Source: an optimization exercise on an open RTL-to-GDS flow (aim: small area). Production flows keep margins and buffers that such runs may drop.
At most, simulation tests tie the RTL to the original design; equivalence was not proved.
Function not checked in runs 3 and 4: the RTL went through the layout flow alone.
No activity file was given, so power comes from the tool's default toggle rates.

### flow/run.sh
#!/bin/bash
# Standard layout, with ORFS options the settings list does not
# expose: drop the buffers ABC inserted before placement, and build the
# clock tree without dummy loads; port buffers are sky130_fd_sc_hd__buf_2.
export REMOVE_ABC_BUFFERS=1
export BUFFER_PORTS_ARGS="-buffer_cell sky130_fd_sc_hd__buf_2"
export CTS_ARGS="-sink_clustering_enable -repair_clock_nets -sink_clustering_size 15 -sink_clustering_max_diameter 40 -buf_list sky130_fd_sc_hd__clkbuf_8 -dont_use_dummy_load"
bash standard.sh > standard.log 2>&1
### design.v
package reg_bank_pkg;
    typedef enum logic {
        IDLE,
        ARMED
    } commit_state_t;
endpackage
module reg_bank_commit_fsm (
    input  logic clk,
    input  logic rst,
    input  logic commit_req,
    input  logic frame_start,
    output logic copy_en,
    output logic commit_pending,
    output logic commit_done
);
    logic pending_q;
    logic done_q;
    assign copy_en = pending_q & frame_start;
    always_ff @(posedge clk) begin
        if (rst) begin
            pending_q <= 1'b0;
            done_q    <= 1'b0;
        end else begin
            done_q    <= copy_en;
            pending_q <= pending_q ? ~frame_start : commit_req;
        end
    end
    assign commit_pending = pending_q;
    assign commit_done    = done_q;
endmodule
module reg_bank_shadowed
#(
    parameter int unsigned DATA_WIDTH   = 16,
    parameter int unsigned RO_DEPTH     = 128,
    parameter int unsigned RW_DEPTH     = 128,
    parameter int unsigned RO_CH        = 4,
    parameter int unsigned DP_CH        = 4,
    parameter int unsigned COMMIT_MODE  = 0,
    parameter int unsigned RW_RESET_VAL = 0
) (
    input  logic                        clk,
    input  logic                        rst,
    input  logic [$clog2(RO_DEPTH + RW_DEPTH)-1:0] mem_addr,
    input  logic [DATA_WIDTH-1:0]       mem_data_in,
    input  logic                        mem_we,
    input  logic                        mem_re,
    output logic [DATA_WIDTH-1:0]       mem_data_out,
    output logic                        mem_rvalid,
    output logic                        mem_err,
    input  logic [RO_CH*DATA_WIDTH-1:0] ro_in,
    input  logic                        commit_req,
    input  logic                        frame_start,
    output logic                        commit_pending,
    output logic                        commit_done,
    output logic [DP_CH*DATA_WIDTH-1:0] dp_out
);
    if (DATA_WIDTH != 16 || RO_DEPTH != 128 || RW_DEPTH != 128 ||
        RO_CH != 4 || DP_CH != 4 || COMMIT_MODE != 0 ||
        RW_RESET_VAL != 0) begin : g_bad_params
        $error("this implementation supports the default parameters only");
    end
    localparam int W  = 16;
    localparam int NR = 128;
    localparam int NP = 4;      
    logic [6:0]  a;
    logic        a_hi;
    logic [7:0]  dec_lo;        
    logic [15:0] dec_hi;        
    logic [15:0] wdec_hi;       
    logic [NR-1:0] wsel;        
    logic        phase_q;
    logic [W-1:0] col;          
    logic [W-1:0] q      [NR];
    logic [W-1:0] act_q  [DP_CH];
    logic [W-1:0] rdata_q;
    logic        rvalid_q;
    logic        err_q;
    logic        copy_en;
    assign a    = mem_addr[6:0];
    assign a_hi = mem_addr[7];
    for (genvar j = 0; j < 8; j++) begin : g_dlo
        assign dec_lo[j] = (a[2:0] == 3'(j));
    end
    for (genvar k = 0; k < 16; k++) begin : g_dhi
        assign dec_hi[k]  = (a[6:3] == 4'(k));
        assign wdec_hi[k] = dec_hi[k] & mem_we & a_hi;
    end
    logic [7:0]  lo_set_n;      
    logic [7:0]  lo_wr;         
    logic [15:0] whi_set_n;     
    assign lo_set_n  = ~(dec_lo | {8{rst}});
    assign lo_wr     = dec_lo & {8{~rst}};
    assign whi_set_n = ~(wdec_hi | {16{rst}});
    for (genvar r = 0; r < NR; r++) begin : g_sel
        assign wsel[r] = dec_lo[r % 8] & wdec_hi[r / 8];
    end
    always_ff @(posedge clk) begin
        if (rst) phase_q <= 1'b0;
        else     phase_q <= ~phase_q;
    end
    assign col = mem_data_in ^ {W{phase_q}};
    for (genvar r = 0; r < NP; r++) begin : g_plain
        logic keep_r;
        logic load_r;
        assign keep_r = ~wsel[r] & ~rst;
        assign load_r = wsel[r] & ~rst;
        always_ff @(posedge clk) begin
            q[r] <= (q[r] & {W{keep_r}}) | (mem_data_in & {W{load_r}});
        end
    end
    for (genvar r = NP; r < NR; r++) begin : g_tog
        logic set_r;
        logic keep_r;
        assign set_r  = ~(lo_set_n[r % 8] | whi_set_n[r / 8]);
        assign keep_r = ~(lo_wr[r % 8] & wdec_hi[r / 8]);
        always_ff @(posedge clk) begin
            q[r] <= ~((q[r] | {W{set_r}}) & (col | {W{keep_r}}));
        end
    end
    logic act_keep;
    logic act_load;
    assign act_keep = ~copy_en & ~rst;
    assign act_load = copy_en & ~rst;
    for (genvar d = 0; d < DP_CH; d++) begin : g_act
        always_ff @(posedge clk) begin
            act_q[d] <= (act_q[d] & {W{act_keep}}) | (q[d] & {W{act_load}});
        end
        assign dp_out[d*W +: W] = act_q[d];
    end
    logic [W-1:0] rd_low;       
    logic         low4;
    logic [W*(NR-NP)-1:0] q_tog;
    for (genvar r = NP; r < NR; r++) begin : g_qt
        assign q_tog[(r-NP)*W +: W] = q[r];
    end
    logic         rd_en;
    logic         use_tog;
    logic [W-1:0] rd_base;
    logic [W-1:0] val1;
    logic [W-1:0] val0;
    logic [W-1:0] rdata_nxt;
    assign rd_en   = mem_re & ~rst;
    assign use_tog = rd_en & a_hi & ~low4;
    assign rd_base = (rdata_q & {W{~mem_re & ~rst}}) | (rd_low & {W{rd_en & low4}});
    assign val1    = rd_base | {W{use_tog & ~phase_q}};
    assign val0    = rd_base | {W{use_tog & phase_q}};
    logic [7:0]  rlo_n;
    logic [15:0] rhi_n;
    reg_bank_rd_dec u_rd_dec (
        .addr  (a),
        .lo_n  (rlo_n),
        .hi_n  (rhi_n)
    );
    reg_bank_rd_mux #(.W(W), .N(NR - NP)) u_rd_mux (
        .q     (q_tog),
        .lo_n  (rlo_n),
        .hi_n  (rhi_n),
        .val1  (val1),
        .val0  (val0),
        .out   (rdata_nxt)
    );
    always_comb begin
        unique case ({a_hi, a[1:0]})
            3'd0: rd_low = ro_in[0*W +: W];
            3'd1: rd_low = ro_in[1*W +: W];
            3'd2: rd_low = ro_in[2*W +: W];
            3'd3: rd_low = ro_in[3*W +: W];
            3'd4: rd_low = q[0];
            3'd5: rd_low = q[1];
            3'd6: rd_low = q[2];
            default: rd_low = q[3];
        endcase
    end
    assign low4 = (a[6:2] == 5'd0);
    always_ff @(posedge clk) begin
        if (rst) begin
            rvalid_q <= 1'b0;
            err_q    <= 1'b0;
        end else begin
            rvalid_q <= mem_re;
            err_q    <= mem_we & ~a_hi;
        end
    end
    always_ff @(posedge clk) begin
        rdata_q <= rdata_nxt;
    end
    assign mem_data_out = rdata_q;
    assign mem_rvalid   = rvalid_q;
    assign mem_err      = err_q;
    reg_bank_commit_fsm u_commit (
        .clk            (clk),
        .rst            (rst),
        .commit_req     (commit_req),
        .frame_start    (frame_start),
        .copy_en        (copy_en),
        .commit_pending (commit_pending),
        .commit_done    (commit_done)
    );
endmodule
module reg_bank_rd_mux #(
    parameter int W = 16,
    parameter int N = 124
) (
    input  logic [W*N-1:0] q,
    input  logic [7:0]     lo_n,
    input  logic [15:0]    hi_n,
    input  logic [W-1:0]   val1,
    input  logic [W-1:0]   val0,
    output logic [W-1:0]   out
);
    localparam int FIRST = 128 - N;
    logic [W-1:0] grp [16];
    logic [W-1:0] t;
    always_comb begin
        for (int k = 0; k < 16; k++) begin
            grp[k] = '1;
            for (int j = 0; j < 8; j++) begin
                if (8*k + j >= FIRST)
                    grp[k] = grp[k] & (q[(8*k + j - FIRST)*W +: W] | {W{lo_n[j]}});
            end
        end
        t = '1;
        for (int k = 0; k < 16; k++) t = t & (grp[k] | {W{hi_n[k]}});
    end
    for (genvar c = 0; c < W; c++) begin : g_out
        assign out[c] = t[c] ? val1[c] : val0[c];
    end
endmodule
module reg_bank_rd_dec (
    input  logic [6:0]  addr,
    output logic [7:0]  lo_n,
    output logic [15:0] hi_n
);
    for (genvar j = 0; j < 8; j++) begin : g_lo
        assign lo_n[j] = ~(addr[2:0] == 3'(j));
    end
    for (genvar k = 0; k < 16; k++) begin : g_hi
        assign hi_n[k] = ~(addr[6:3] == 4'(k));
    end
endmodule
### constraint.sdc
create_clock -name core_clock -period 4.5 [get_ports {clk}]
set_input_delay 0.9000 -clock core_clock [delete_from_list [all_inputs] [get_ports {clk}]]
set_output_delay 0.9000 -clock core_clock [all_outputs]
set_load 0.01 [all_outputs]
### standard.sh
#!/bin/bash
# synth_recipe.tcl (not shown) runs the flow's synth.tcl, then flattens the netlist and writes it again
# the make line also repeats each setting of config.mk as NAME=value (left out here)
make -C /OpenROAD-flow-scripts/flow DESIGN_CONFIG=/design/flow/config.mk WORK_HOME=/design/flow/orfs CLKGATE_MAP_FILE= SYNTH_SCRIPT=/design/flow/synth_recipe.tcl "${@:-finish}"
### config.mk
export PLATFORM = sky130hd
export DESIGN_NAME = reg_bank_shadowed
export DESIGN_NICKNAME = reg_bank_shadowed
export VERILOG_FILES = /design/flow/design.v
export SDC_FILE = /design/flow/constraint.sdc
export NUM_CORES = 4
export LEC_CHECK = 0
export CAP_MARGIN = 20
export CORE_MARGIN = 2
export CORE_UTILIZATION = 55
export CTS_BUF_LIST = sky130_fd_sc_hd__clkbuf_8
export CTS_CLUSTER_DIAMETER = 40
export CTS_CLUSTER_SIZE = 15
export GPL_TIMING_DRIVEN = 0
export SETUP_SLACK_MARGIN = 0.4
export SLEW_MARGIN = 20
export SYNTH_HIERARCHICAL = 1
==> results of run 1 <==
[cells in the final DEF (no fill, tap or decap), types with 65 or more instances in the layout]
master / count
o22ai_1: 2976
dfxtp_1: 2132
clkbuf_8: 234
buf_2: 172
nand2_1: 151
o41ai_1: 137
buf_16: 121
nor2_2: 117
nor2_1: 101
mux2i_1: 72
a22o_1: 65
[stage by stage]
step | setup slack [ns] | hold slack [ns] | utilization (%)
3_3_place_gp | -12.53 | 0.417 | 55.1
2_1_floorplan | -2.84 | 0.412 | -
3_5_place_dp | -1.72 | 0.427 | 59.5
6_report | 0.205 | 0.240 | 62.5
5_1_grt | 0.342 | 0.237 | 62.5
4_1_cts | 0.318 | 0.188 | 62.3
[power by group through the flow]
stage	clock network [mW]	logic [mW]	registers, mW
after floorplan	0	2.81	22.7
after global placement	0	4.55	22.9
after detailed placement	0	5.47	23.0
after CTS	10.9	5.54	22.6
after global routing	11.7	5.97	22.9
final	11.0	5.75	22.7
[layer usage]
layer / vias up / share of wire [%] / GRT usage [%]
met5: - / 0.051 / 0.534
met4: 8 / 5.6 / 20.9
met3: 813 / 11 / 10.2
met2: 4290 / 44 / 60.1
met1: 32300 / 40 / 54.4
li1: 28100 / - / -
[worst register-to-register path, stage by stage, from the launching register on]
cell       delay (ns)
dfxtp_1          0.36
o22ai_1          0.09
nor4_1           0.91
o2111ai_1        0.58
nor4_2           0.44
mux2_1           0.36
[state kept, by name (all words and copies together), names as in the netlist]
register and cells:
act_q 64, err_q 1, phase_q 1, q 2048, rdata_q 16, rvalid_q 1
u_commit.done_q 1, u_commit.pending_q 1
[final timing paths]
path	endpoint	slack, ns	depth (start not counted)
worst max-delay path	rdata_q[14]$_DFF_P_	0.21	9
worst min-delay path	u_commit.pending_q$_SDFF_PP0_	0.24	3
worst max register to register	rdata_q[14]$_DFF_P_	1.62	5
worst min register to register	q[84][7]$_DFF_P_	0.43	1
[modules after synthesis (local to each module, per instance), excerpt]
module | flops+latches | times used | area, µm² | cells inside
reg_bank_rd_dec | 0 | 1 | 246 | 28
reg_bank_commit_fsm | 2 | 1 | 80.1 | 7
reg_bank_shadowed | 2131 | 1 | 61900 | 5463
[cell type report]
type	count	area [µm²]	area share, %
Inverter	30	113	0.137
Clock buffer	234	3220	3.93
Sequential cell	2133	42700	52.1
Antenna cell	13	32.5	0.0397
Tap cell	1755	2200	2.68
Timing Repair Buffer	414	5820	7.10
Multi-Input combinational cell	4142	27900	34.0
[what timing repair did]
item                                    4_1_cts  5_1_grt
endpoints found under the setup margin       16       14
endpoints found under the hold margin         0        0
resized for setup                            59       22
buffers inserted                              5        0
pin swaps                                     3        3
cloned                                        2        2
[cells by family (layout without fill, tap and decap cells)]
group | Yosys count | after routing | share of synthesized area (%)
flip-flops | 2133 | 2133 | 58.9
AND/OR/NAND/NOR | 610 | 614 | 4.20
multiplexers | 89 | 89 | 1.26
XOR/XNOR | 16 | 16 | 0.193
AO/OA/AOI/OAI | 3423 | 3423 | 30.7
other | 0 | 13 | 0
buffers and inverters | 822 | 678 | 4.79
==> notes.md, run 1 <==
DR vias 65500; period utilization 95.4%; Sw Pwr 11.2 mW; worst slew pin tran 1.32 ns; Unique masters post-synth 59; Internal 28.1 mW; synthesis-stage register bit count 2133; sw frac 28.5%; worst path buffer plus inverter count 3; hold crit path type input pin to flop; Die ar. 135000 µm²; num rows 133; CTS Hold Bufs 0; worst hold start commit_req; Hold Vio Cnt, Final 0; Main synth FF type dfxtp_1; RSZ-0062 raised after global routing yes; Die Y 367 µm; hpwl dp 190 mm; part of the power in registers 57.6%; Area Growth Syn to Fin 13.1%; TritonCTS buffer count 234; vias in the first global route 60100; Pleak 29.7 nW; nets 7049; clk root buf clkbuf_8; Comb pwr share 14.6%; Crit Path Class input pin to flop; Cell Pwr Density 480 nW/µm²; setup TNS 0 ns; Synth area leaders dfxtp_1 59%, o22ai_1 26%, clkbuf_1 2.3%; clock share of power 27.8%; VDD IR max 0.000316 V; CTS tree yes; Max clock buf depth 3; max-cap violation count 0; IO Count 178; final WL 286 mm; Yosys warnings 12; initial antenna violation count 15; Crit path max-delay family compound AO/OA/AOI/OAI gates; Worst path slowest cell o41ai_1; Cell Area, Placed 78000 µm²; largest net degree at the start of global routing 81; # port buffers 177; Max Fclk 233 MHz; worst clock skew 0.0735 ns; Slew Viols, Final 0; Fillers 10900; crit path capture type flop; Post-synth EDFFs 0; final setup violating endpoints 0; wire per inst 32.8 µm; leading area contributor after synthesis dfxtp_1; drt drc 0; number of H-tree levels 4; top cells by count, synth 2976 x o22ai_1, 2133 x dfxtp_1, 440 x clkbuf_1; routability cong. 0.874; via/cell ratio 7.51; Synth Cell Area 72500 µm²; Initial Util 55.3%; placed cells 8460; minimum clock period 4.29 ns; drt pass-1 iters 6; Syn Area/Cell 10.2 µm²; share of Yosys cell area claimed by the top area cell type 58.9%; Die Span X 367 µm; clock-pin slew on the worst setup and hold paths 0.07 ns; worst path cell trace buf_6 > or3b_4 > buf_12 > buf_16 > o22ai_1 > o41ai_1 > o2111ai_1 > nor4_2 > mux2_1; Clock Sinks 2133; post-synthesis sequential area ratio 58.9%; crit-path max cell delay 0.94 ns; Overflow after GRT 0; total track usage 40.4%; Startpoint Class input pin; worst r2r src q[63][14]$_DFF_P_; core area 131000 µm²; final instance area 82000 µm²; first-pass GRT wire length 412 mm; Critical path origin mem_addr[0]; share of flip-flops with an asynchronous set or reset 0%; layout cell share with drive strength beyond 1 13.7%; most used standard cell by instance count after synthesis o22ai_1; Iteration-0 DRC Markers 9492; status finished clean; Syn Inst Count 7093; CP Data Required Time 5.32 ns; relative slew slack 11.1%; Final Power 39.4 mW; Finished Layout Cells 8721; WP data arrival 5.11 ns; Clk Latency, worst-skew pair 0.98 ns; number of routed nets with antenna violations 0; CP max FO 67
==> inputs of run 2 (changes only) <==
--- a/config.mk
+++ b/config.mk
@@ -12,6 +12,7 @@
 export CTS_CLUSTER_DIAMETER = 40
 export CTS_CLUSTER_SIZE = 15
 export GPL_TIMING_DRIVEN = 0
+export PLACE_DENSITY = 0.75
 export SETUP_SLACK_MARGIN = 0.4
 export SLEW_MARGIN = 20
 export SYNTH_HIERARCHICAL = 1
==> run 2 against run 1 <==
Still clean on timing, DRC and antenna. Maximum frequency grew 0.50%. Via count grew 2.4%. Die area is the same. Clock power shrank 7%. Clock skew grew 0.0086 ns. Critical path depth is the same. Sequential share of layout area grew 0.30 points. Critical endpoint is now rdata_q[0]$_DFF_P_. Largest cell class unchanged.
==> notes.md, run 2 <==
status finished clean; hold_ws 0.171 ns (-0.0693 ns); post-synthesis sequential area ratio 58.9% (unchanged); CP max FO 67 (unchanged); final WL 270 mm (-5.7%); total track usage 37.6% (-2.8 points); worst slack, placed -1.92 ns (-0.193 ns); Die ar. 135000 µm² (unchanged); number of H-tree levels 4 (unchanged); relative slew slack 16.7% (+5.5 points); TritonCTS buffer count 204 (-13%); hold crit path type input pin to flop; Clock Sinks 2133 (unchanged); Max Fclk 234 MHz (+0.50%); Hold Vio Cnt, Final 0 (unchanged); Syn Inst Count 7093 (unchanged); Area Growth Syn to Fin 12.4%; nets 6998 (-0.72%); share of flip-flops with an asynchronous set or reset 0% (unchanged); Unique masters post-synth 59 (unchanged); period utilization 95.0% (-0.48 points); top cells by count, synth 2976 x o22ai_1, 2133 x dfxtp_1, 440 x clkbuf_1; post-synthesis mux area share 1.26% (unchanged); Biggest register q; Post-synth EDFFs 0 (unchanged); Overflow after GRT 0 (unchanged); DR vias 67000 (+2.4%); max reg flops 2048 (unchanged); drt pass-1 iters 12 (+6); number of routed nets with antenna violations 0 (unchanged); Crit Path Class input pin to flop; worst clock skew 0.0821 ns (+0.00855 ns); Clk Latency, worst-skew pair 1.01 ns (+0.03 ns); Die Span X 367 µm (unchanged); Main synth FF type dfxtp_1; via/cell ratio 7.73 (+3.0%); IO Count 178 (unchanged); leading area contributor after synthesis dfxtp_1; RSZ-0062 raised after global routing yes; Syn Area/Cell 10.2 µm² (unchanged); Fillers 10200 (-6.4%); simple-gate share of the synthesized area 4.20% (unchanged); most common cell after layout, fill and taps aside o22ai_1; most frequent cells in the layout 2976 x o22ai_1, 2132 x dfxtp_1, 204 x clkbuf_8; largest net degree at the start of global routing 82 (+1.2%); Synth area leaders dfxtp_1 59%, o22ai_1 26%, clkbuf_1 2.3%; Cell Pwr Density 474 nW/µm² (-1.2%); clk root buf clkbuf_8; placed cells 8440 (-0.24%); layout cell share with drive strength beyond 1 12.9% (-0.85 points); clock-pin slew on the worst setup and hold paths 0.09 ns (+0.02 ns); wire per inst 31.2 µm (-5.1%); Startpoint Class input pin; final setup violating endpoints 0 (unchanged); initial antenna violation count 14 (-1); WP data arrival 5.15 ns (+0.04 ns); Yosys warnings 12 (unchanged); worst slew pin tran 1.24 ns (-0.0822 ns); Synth Cell Area 72500 µm² (unchanged); final setup margin 0.226 ns (+0.0215 ns); CTS tree yes; final instance area 81500 µm² (-0.57%); Slew Viols, Final 0 (unchanged); routability cong. 0.928 (+6.2%); Max clock buf depth 3 (unchanged); CTS Hold Bufs 0 (unchanged); adder-cell share of the synthesized area 0% (unchanged); CP Data Required Time 5.37 ns (+0.05 ns); hpwl dp 175 mm (-7.8%); Finished Layout Cells 8668 (-0.61%); area fraction in compound gates after synthesis 30.7% (unchanged); minimum clock period 4.27 ns (-0.0215 ns); Iteration-0 DRC Markers 11200 (+18%); core area 131000 µm² (unchanged); Pleak 29.4 nW (-0.87%); num rows 133 (unchanged); Post-Synth XOR/XNOR Area 0.193% (unchanged); drt drc 0 (unchanged); Largest regs q (2048), act_q (64), rdata_q (16); Die Y 367 µm (unchanged); VDD IR max 0.000376 V (+19%); share of Yosys cell area claimed by the top area cell type 58.9% (unchanged); max-cap violation count 0 (unchanged); most used standard cell by instance count after synthesis o22ai_1; Cell Area, Placed 77500 µm² (-0.66%); Initial Util 55.3% (unchanged); synthesis-stage register bit count 2133 (unchanged); crit path capture type flop; largest family of logic cells by synthesized area compound AO/OA/AOI/OAI gates; # port buffers 177 (unchanged); first-pass GRT wire length 393 mm (-4.6%); vias in the first global route 61900 (+3.0%); setup TNS 0 ns (unchanged)
==> run 2: cell counts after synthesis <==
No cell type changed its count.
==> run 2: per-module statistics from Yosys (local to each module, per instance), a selection <==
module               cell area [µm²]  flops+latches  cells  times used
reg_bank_shadowed              61900           2131   5463           1
reg_bank_commit_fsm             80.1              2      7           1
reg_bank_rd_dec                  246              0     28           1
==> run 2: stage by stage <==
| stage | util [%] | power, mW |
|---|---|---|
| 5_1_grt | 62.2 | 39.6 |
| 4_1_cts | 61.8 | 38.1 |
| 2_1_floorplan | - | 25.5 |
| 3_5_place_dp | 59.1 | 28.3 |
| 6_report | 62.2 | 38.7 |
| 3_3_place_gp | 55.1 | 27.3 |
==> run 2: path summary, 6_finish.rpt <==
kind / startpoint / end / slack, ns / cells past startpoint
min reg2reg: q[87][12]$_DFF_P_ / q[87][12]$_DFF_P_ / 0.43 / 1
min: commit_req / u_commit.pending_q$_SDFF_PP0_ / 0.17 / 3
max: mem_addr[0] / rdata_q[0]$_DFF_P_ / 0.23 / 9
max reg2reg: q[122][0]$_DFF_P_ / rdata_q[0]$_DFF_P_ / 1.35 / 5
==> run 2: cell type report <==
cell class | instances | area (µm²) | share of cell area (%)
Antenna cell | 11 | 27.5 | 0.0338
Clock buffer | 204 | 2810 | 3.44
Inverter | 30 | 113 | 0.138
Multi-Input combinational cell | 4142 | 28200 | 34.6
Sequential cell | 2133 | 42700 | 52.4
Tap cell | 1755 | 2200 | 2.69
Timing Repair Buffer | 393 | 5520 | 6.77
==> run 2: cell families (layout without fill, tap and decap cells) <==
kind of cell    Yosys count  in the layout
buf+inv                 822            627
other cells               0             11
simple gates            610            614
mux                      89             89
xor+xnor                 16             16
flops                  2133           2133
compound gates         3423           3423
==> run 2: metal layers <==
metal	wire length, µm	up-vias	global-route usage, %	share of wire, %
li1	-	27900	-	-
met1	97000	32400	47.3	36
met2	114000	5395	54.8	42
met3	38300	1305	13.7	14
met4	20300	12	23.1	7.5
met5	244	-	0	0.090
==> run 2: what timing repair did <==
action / in CTS / in global routing
endpoints found under the setup margin: 16 / 16
pin swaps: 3 / 2
resized for setup: 91 / 41
cloned: 3 / 1
endpoints found under the hold margin: 0 / 0
setup buffers: 5 / 0
==> run 2: critical path, cell delays in order <==
cell and delay (ns):
buf_8 0.39, or3b_4 0.43, buf_16 0.29, buf_16 0.28, o22ai_1 0.19, o41ai_1 0.95, o2111ai_1 0.59, nor4_2 0.61
mux2_1 0.38
==> run 2: power by group <==
part	leakage [nW]	internal, mW	total, mW	switching [mW]
logic	10.0	2.23	5.78	3.55
clock network	1.47	4.01	10.2	6.15
registers	17.9	21.3	22.7	1.38
total	29.4	27.6	38.7	11.1
==> inputs of run 3 (changes only) <==
--- a/design.v
+++ b/design.v
@@ -69,7 +69,6 @@
     logic [15:0] wdec_hi;       
     logic [NR-1:0] wsel;        
     logic        phase_q;
-    logic [W-1:0] col;          
     logic [W-1:0] q      [NR];
     logic [W-1:0] act_q  [DP_CH];
     logic [W-1:0] rdata_q;
@@ -98,7 +97,15 @@
         if (rst) phase_q <= 1'b0;
         else     phase_q <= ~phase_q;
     end
-    assign col = mem_data_in ^ {W{phase_q}};
+    localparam int NCOPY = 4;
+    logic [W-1:0] col_cp [NCOPY];
+    for (genvar k = 0; k < NCOPY; k++) begin : g_col
+        reg_bank_col_drv #(.W(W)) u_col (
+            .din   (mem_data_in),
+            .phase (phase_q),
+            .col   (col_cp[k])
+        );
+    end
     for (genvar r = 0; r < NP; r++) begin : g_plain
         logic keep_r;
         logic load_r;
@@ -114,7 +121,7 @@
         assign set_r  = ~(lo_set_n[r % 8] | whi_set_n[r / 8]);
         assign keep_r = ~(lo_wr[r % 8] & wdec_hi[r / 8]);
         always_ff @(posedge clk) begin
-            q[r] <= ~((q[r] | {W{set_r}}) & (col | {W{keep_r}}));
+            q[r] <= ~((q[r] | {W{set_r}}) & (col_cp[(r - NP) * NCOPY / (NR - NP)] | {W{keep_r}}));
         end
     end
     logic act_keep;
@@ -238,3 +245,12 @@
         assign hi_n[k] = ~(addr[6:3] == 4'(k));
     end
 endmodule
+module reg_bank_col_drv #(
+    parameter int W = 16
+) (
+    input  logic [W-1:0] din,
+    input  logic         phase,
+    output logic [W-1:0] col
+);
+    assign col = din ^ {W{phase}};
+endmodule
--- a/config.mk
+++ b/config.mk
@@ -12,7 +12,6 @@
 export CTS_CLUSTER_DIAMETER = 40
 export CTS_CLUSTER_SIZE = 15
 export GPL_TIMING_DRIVEN = 0
-export PLACE_DENSITY = 0.75
 export SETUP_SLACK_MARGIN = 0.4
 export SLEW_MARGIN = 20
 export SYNTH_HIERARCHICAL = 1
==> run 3 against run 2 <==
Global-route usage up 4.3 points. Clock-buffer cell count grew 34. Register-to-register slack worse by 0.27 ns. Setup slack improved by 0.038 ns. Sequential power about the same. Worst hold slack improved by 0.058 ns. Clock skew shrank 0.0066 ns. Synthesized area up 1.5%. Largest cell class unchanged.
==> notes.md, run 3 <==
status finished clean; worst clock skew 0.0755 ns (-0.00661 ns); worst r2r src phase_q$_SDFF_PP0_; Crit Path Class input pin to flop; Min-Delay Endpoint u_commit.pending_q$_SDFF_PP0_; DR vias 66200 (-1.2%); WP data arrival 5.04 ns (-0.11 ns); Max Fclk 236 MHz (+0.89%); Die Y 370 µm (+0.72%); post-synthesis mux area share 1.24% (-0.018 points); FF-to-FF setup slack 1.08 ns (-0.27 ns); Startpoint Class input pin; synthesis-stage register bit count 2133 (unchanged); crit path capture type flop; Synth area leaders dfxtp_1 58%, o22ai_1 25%, buf_2 2.4%; TritonCTS buffer count 238 (+17%); Overflow after GRT 0 (unchanged); Max clock buf depth 3 (unchanged); Clock Sinks 2133 (unchanged); Syn Inst Count 7131 (+0.54%); Syn Area/Cell 10.3 µm² (+0.93%); period utilization 94.1% (-0.84 points); Slew Viols, Final 0 (unchanged); RSZ-0062 raised after global routing yes; Area Growth Syn to Fin 14.3%; IO Count 178 (unchanged); fin util 63.2% (+0.99 points); leading area contributor after synthesis dfxtp_1; most frequent cells in the layout 2976 x o22ai_1, 2132 x dfxtp_1, 238 x clkbuf_8; nets 7087 (+1.3%); post-synthesis sequential area ratio 58.0% (-0.85 points); via/cell ratio 7.55 (-2.3%); hold crit path type input pin to flop; clk root buf clkbuf_8; num rows 134 (+0.75%); Main synth FF type dfxtp_1; worst slack, placed -1.99 ns (-0.0738 ns); Pleak 30.7 nW (+4.4%); core area 133000 µm² (+1.5%); Clk Latency, worst-skew pair 0.99 ns (-0.02 ns); max-cap violation count 0 (unchanged); # port buffers 177 (unchanged); Die Span X 370 µm (+0.72%); share of Yosys cell area claimed by the top area cell type 58.0% (-0.85 points); number of H-tree levels 4 (unchanged); CP max FO 39 (-42%); drt pass-1 iters 9 (-3); max reg flops 2048 (unchanged); Post-Synth XOR/XNOR Area 0.762% (+0.57 points); hold_ws 0.229 ns (+0.0584 ns); CTS tree yes; relative slew slack 10.7% (-6.0 points); largest family of logic cells by synthesized area compound AO/OA/AOI/OAI gates; clock-pin slew on the worst setup and hold paths 0.06 ns (-0.03 ns); Unique masters post-synth 69 (+17%); Largest regs q (2048), act_q (64), rdata_q (16); setup TNS 0 ns (unchanged); first-pass GRT wire length 427 mm (+8.7%); share of flip-flops with an asynchronous set or reset 0% (unchanged); area fraction in compound gates after synthesis 30.3% (-0.36 points); wire per inst 34.2 µm (+9.6%); layout cell share with drive strength beyond 1 16.0% (+3.1 points); R2R cell count 8 (+3); reg2reg end q[60][5]$_DFF_P_; worst slew pin tran 1.34 ns (+0.101 ns); vias in the first global route 61200 (-1.1%); VDD IR max 0.000298 V (-21%); Initial Util 55.3% (about the same); minimum clock period 4.24 ns (-0.0377 ns); final setup violating endpoints 0 (unchanged); number of routed nets with antenna violations 0 (unchanged); top cells by count, synth 2976 x o22ai_1, 2133 x dfxtp_1, 353 x buf_2; final setup margin 0.264 ns (+0.0377 ns); most common cell after layout, fill and taps aside o22ai_1; drt drc 0 (unchanged); Hold Vio Cnt, Final 0 (unchanged); Cell Pwr Density 471 nW/µm² (-0.75%); final WL 299 mm (+11%); Die ar. 137000 µm² (+1.5%); placed cells 8513 (+0.86%); total track usage 41.9% (+4.3 points); most used standard cell by instance count after synthesis o22ai_1; Fillers 10800 (+5.9%); Synth Cell Area 73600 µm² (+1.5%); adder-cell share of the synthesized area 0% (unchanged); Post-synth EDFFs 0 (unchanged); initial antenna violation count 12 (-2); worst hold start commit_req; hpwl dp 195 mm (+12%); Biggest register q; largest net degree at the start of global routing 81 (-1.2%); CP Data Required Time 5.31 ns (-0.06 ns); worst hold stages 3 (unchanged); routability cong. 0.923 (-0.54%); Iteration-0 DRC Markers 9088 (-19%); Yosys warnings 15 (+3); Finished Layout Cells 8767 (+1.1%); simple-gate share of the synthesized area 4.50% (+0.30 points)
## run 3: routing by layer
layer,share of wire [%],up-vias,global-route usage (%)
met5,0.0097,-,0
met2,42,4366,60.0
met3,12,961,12.5
li1,-,28100,-
met4,7.1,4,26.1
met1,39,32700,55.4
## run 3: stage by stage
step                      instance area [µm²]  power [mW]
after floorplan                         69900        25.5
after global placement                  73000        27.5
after detailed placement                79200        28.5
after CTS                               83600        39.2
after global routing                    84100        40.7
final                                   84100        39.6
## run 3: cell families after synthesis
group,count (synthesis)
mux,89
compound gates,3423
flops,2133
simple gates,610
buf+inv,812
xor+xnor,64
## run 3: worst max path at each step
stage,end,slack [ns],from
2_1_floorplan,rdata_q[0]$_DFF_P_,-2.84,mem_addr[0]
4_1_cts,rdata_q[14]$_DFF_P_,0.41,mem_addr[6]
6_report,rdata_q[12]$_DFF_P_,0.26,mem_addr[2]
3_3_place_gp,rdata_q[12]$_DFF_P_,-13.13,mem_addr[1]
5_1_grt,rdata_q[8]$_DFF_P_,0.34,mem_addr[1]
3_5_place_dp,rdata_q[3]$_DFF_P_,-1.99,mem_addr[2]
## run 3: where the power goes
part           total (mW)  internal (mW)  switching (mW)  leakage [nW]
clock                11.0           4.64            6.38          1.71
sequential           22.7           21.4            1.30          17.9
combinational        5.90           2.15            3.75          11.1
## run 3: critical path, stage by stage
cell       delay [ns]
buf_6            0.23
nand3_4          0.45
buf_16           0.32
buf_12           0.27
buf_12           0.26
o22ai_1          0.11
o41ai_1          0.89
o2111ai_2        0.51
nor4_4           0.63
mux2_1           0.37
## run 3: repair_timing
| action | in CTS | in global routing |
|---|---|---|
| gates resized for setup | 152 | 39 |
| pin swaps | 5 | 9 |
| hold buffers | 0 | 0 |
| setup endpoints to repair | 16 | 16 |
| setup buffers | 2 | 0 |
| cloned | 2 | 0 |
## run 3: per-module statistics from Yosys (local to each module, per instance), excerpt
module | flops+latches | copies in the design | cell area (µm²)
reg_bank_commit_fsm | 2 | 1 | 80.1
reg_bank_shadowed | 2131 | 1 | 62300
reg_bank_rd_dec | 0 | 1 | 246
## run 3: final cells by class
type / instances / area, µm² / share of cell area, %
Antenna cell: 8 / 20.0 / 0.0238
Multi-Input combinational cell: 4188 / 30500 / 36.2
Timing Repair Buffer: 402 / 5310 / 6.32
Tap cell: 1768 / 2210 / 2.63
Clock buffer: 238 / 3280 / 3.89
Sequential cell: 2133 / 42700 / 50.8
Inverter: 30 / 113 / 0.134
==> inputs of run 4 (changes only) <==
--- a/design.v
+++ b/design.v
@@ -97,7 +97,7 @@
         if (rst) phase_q <= 1'b0;
         else     phase_q <= ~phase_q;
     end
-    localparam int NCOPY = 4;
+    localparam int NCOPY = 8;
     logic [W-1:0] col_cp [NCOPY];
     for (genvar k = 0; k < NCOPY; k++) begin : g_col
         reg_bank_col_drv #(.W(W)) u_col (
==> run 4 against run 3 <==
Critical path type unchanged. Synthesized area is 0.70% higher. Largest cell class unchanged. Sequential power about the same. Highest routed layer unchanged. Combinational power is 2% lower. First-iteration DRC count down 0.75%. Critical endpoint is now rdata_q[9]$_DFF_P_. Sequential share of layout area increased by 0.27 points.
==> notes.md, run 4 <==
drt drc 0 (unchanged); share of Yosys cell area claimed by the top area cell type 57.6% (-0.40 points); Fillers 10900 (+0.57%); Crit Path Class input pin to flop; Startpoint Class input pin; relative slew slack 8.05% (-2.6 points); Largest regs q (2048), act_q (64), rdata_q (16); top cells by count, synth 2976 x o22ai_1, 2133 x dfxtp_1, 331 x clkbuf_1; period utilization 95.7% (+1.6 points); Final Power 39.4 mW (-0.38%); Finished Layout Cells 8862 (+1.1%); worst clock skew 0.0711 ns (-0.00438 ns); Main synth FF type dfxtp_1; first-pass GRT wire length 438 mm (+2.6%); VDD IR max 0.000313 V (+5.1%); largest family of logic cells by synthesized area compound AO/OA/AOI/OAI gates; most used standard cell by instance count after synthesis o22ai_1; Syn Inst Count 7203 (+1.0%); drt pass-1 iters 9 (unchanged); hpwl dp 202 mm (+3.5%); final instance area 83700 µm² (-0.53%); total track usage 43.4% (+1.4 points); Cell Pwr Density 471 nW/µm² (+0.15%); CTS tree yes; Yosys warnings 15 (unchanged); layout cell share with drive strength beyond 1 16.7% (+0.71 points); crit path capture type flop; Max clock buf depth 3 (unchanged); adder-cell share of the synthesized area 0% (unchanged); share of flip-flops with an asynchronous set or reset 0% (unchanged); core area 134000 µm² (+0.38%); # port buffers 177 (unchanged); hold crit path type input pin to flop; final WL 311 mm (+3.7%); Iteration-0 DRC Markers 9020 (-0.75%); num rows 134 (unchanged); final setup violating endpoints 0 (unchanged); clk root buf clkbuf_8; max-cap violation count 0 (unchanged); Post-Synth XOR/XNOR Area 1.51% (+0.75 points); setup TNS 0 ns (unchanged); Clk Latency, worst-skew pair 1.00 ns (about the same); IO Count 178 (unchanged); fin util 62.6% (-0.57 points); Die Y 371 µm (+0.34%); max reg flops 2048 (unchanged); Unique masters post-synth 68 (-1.4%); initial antenna violation count 20 (+8); worst slack, placed -1.87 ns (+0.118 ns); via/cell ratio 7.52 (-0.40%); Die ar. 138000 µm² (+0.69%); Slew Viols, Final 0 (unchanged); largest net degree at the start of global routing 80 (-1.2%); Die Span X 371 µm (+0.34%); hold_ws 0.225 ns (-0.00476 ns); Overflow after GRT 0 (unchanged); Cell Area, Placed 79300 µm² (about the same); Pleak 30.4 nW (-0.98%); CP max FO 64 (+64%); wire per inst 35.1 µm (+2.6%); post-synthesis sequential area ratio 57.6% (-0.40 points); nets 7180 (+1.3%); area fraction in compound gates after synthesis 30.1% (-0.22 points); minimum clock period 4.31 ns (+0.0704 ns); WP data arrival 5.14 ns (+0.10 ns); status finished clean; most common cell after layout, fill and taps aside o22ai_1; worst slew pin tran 1.36 ns (+0.0216 ns); routability cong. 0.948 (+2.7%); number of H-tree levels 4 (unchanged); RSZ-0062 raised after global routing yes; Initial Util 55.5% (+0.18 points); simple-gate share of the synthesized area 4.31% (-0.18 points); Max Fclk 232 MHz (-1.6%); TritonCTS buffer count 235 (-1.3%); synthesis-stage register bit count 2133 (unchanged); Synth Cell Area 74100 µm² (+0.70%); vias in the first global route 61400 (+0.41%); CP Data Required Time 5.34 ns (+0.03 ns); number of routed nets with antenna violations 0 (unchanged); clock-pin slew on the worst setup and hold paths 0.06 ns (about the same); Hold Vio Cnt, Final 0 (unchanged); Biggest register q; Syn Area/Cell 10.3 µm² (-0.31%); leading area contributor after synthesis dfxtp_1; placed cells 8608 (+1.1%); final setup margin 0.194 ns (-0.0704 ns); Clock Sinks 2133 (unchanged); most frequent cells in the layout 2976 x o22ai_1, 2132 x dfxtp_1, 235 x clkbuf_8; Area Growth Syn to Fin 12.9%; Post-synth EDFFs 0 (unchanged); DR vias 66700 (+0.68%); post-synthesis mux area share 1.23% (-0.0086 points); Synth area leaders dfxtp_1 58%, o22ai_1 25%, o41ai_1 2.1%
[run 4: cell count changes in the layout (fill, tap and decap cells not counted), moves of 18 or more]
cell,previous run,this run
xor2_2,0,123
o2111ai_2,35,9
nor4_2,10,28
buf_6,49,93
xor2_4,64,5
buf_4,6,39
nand2_1,124,146
buf_16,92,32
o2111ai_1,17,56
nor4_1,57,22
[run 4: critical path, cell delays in order]
cell       delay, ns
buf_8           0.35
or3b_4          0.44
buf_12          0.27
buf_12          0.28
buf_16          0.28
o22ai_1         0.15
o41ai_2         0.81
o2111ai_1       0.51
nor4_4          0.62
mux2_1          0.37
[run 4: final timing paths]
kind / start / end / slack [ns] / depth (start not counted)
worst min-delay path: commit_req / u_commit.pending_q$_SDFF_PP0_ / 0.22 / 3
worst min register to register: q[68][5]$_DFF_P_ / q[68][5]$_DFF_P_ / 0.43 / 1
worst max register to register: q[22][3]$_DFF_P_ / rdata_q[3]$_DFF_P_ / 1.16 / 5
worst max-delay path: mem_addr[0] / rdata_q[9]$_DFF_P_ / 0.19 / 10
[run 4: final cells by class]
type                       instances  area, µm²  share of cell area, %
antenna                           10       25.0                 0.0299
clock buffer                     235       3230                   3.87
inverter                          30        113                  0.135
multi-input combinational       4251      30800                   36.8
sequential                      2133      42700                   51.0
tap                             1768       2210                   2.64
timing repair buffer             435       4610                   5.51
[run 4: power breakdown]
part | internal, mW | switching (mW) | total (mW)
registers | 21.4 | 1.33 | 22.7
logic | 2.00 | 3.77 | 5.77
clock network | 4.59 | 6.38 | 11.0
total | 27.9 | 11.5 | 39.4
[run 4: logic make-up (layout without fill, tap and decap cells)]
| group | after synthesis | after routing |
|---|---|---|
| AO/OA/AOI/OAI | 3423 | 3423 |
| flip-flops | 2133 | 2133 |
| buffers and inverters | 820 | 700 |
| AND/OR/NAND/NOR | 610 | 611 |
| XOR/XNOR | 128 | 128 |
| multiplexers | 89 | 89 |
| other | 0 | 10 |
[run 4: per-layer routing]
metal / track usage (%) / wire length, µm / vias to the layer above
met1: 55.7 / 118000 / 32800
li1: - / - / 28300
met3: 14.4 / 38800 / 1000
met5: 0.559 / 275 / -
met2: 61.7 / 130000 / 4557
met4: 29.0 / 24000 / 24
[run 4: per-module statistics from Yosys (local to each module, per instance), excerpt]
module / cells inside / flip-flops and latches / times used
reg_bank_rd_dec: 28 / 0 / 1
reg_bank_commit_fsm: 7 / 2 / 1
reg_bank_shadowed: 5429 / 2131 / 1
[run 4: what timing repair did]
item	in CTS	in global routing
endpoints found under the setup margin	16	16
hold buffers	0	0
buffers inserted	6	1
gates resized for setup	92	40
pin swaps	3	7
gates cloned	1	0

re-timing with driven ports:
How much do the figures lean on ideal ports? The routed layouts below were timed once more, with nothing changed but the port constraints. Step 1: set_driving_cell puts a clkbuf_16 on clk and a buf_2 on each other input, an assumption about the parent block. Step 2 moves the port delays by t, midway between the first and last clock arrival at a register: inputs arrive t later, outputs are due t later. That takes back most of the time a late clock gives input paths. Three values: ideal ports, drivers, drivers and shift; two values: the first two.
run | t (ns) | setup slack, ns | worst setup path at the end | slew at the worst register clock pin (ns)
run 1 | 1.027 | 0.205 / 0.250 / -0.777 | input to register | 0.09 / 0.09
run 2 | 1.048 | 0.226 / 0.252 / -0.796 | input to register | 0.10 / 0.10
run 3 | 1.027 | 0.264 / 0.273 / -0.754 | input to register | 0.10 / 0.10
run 4 | 1.031 | 0.194 / 0.220 / -0.811 | input to register | 0.10 / 0.10
With both steps, setup timing fails in every run listed, where it was met with ideal ports. The setup slack of run 2, which loses most, moves by +0.026 ns with the drivers and by -1.022 ns with both steps.
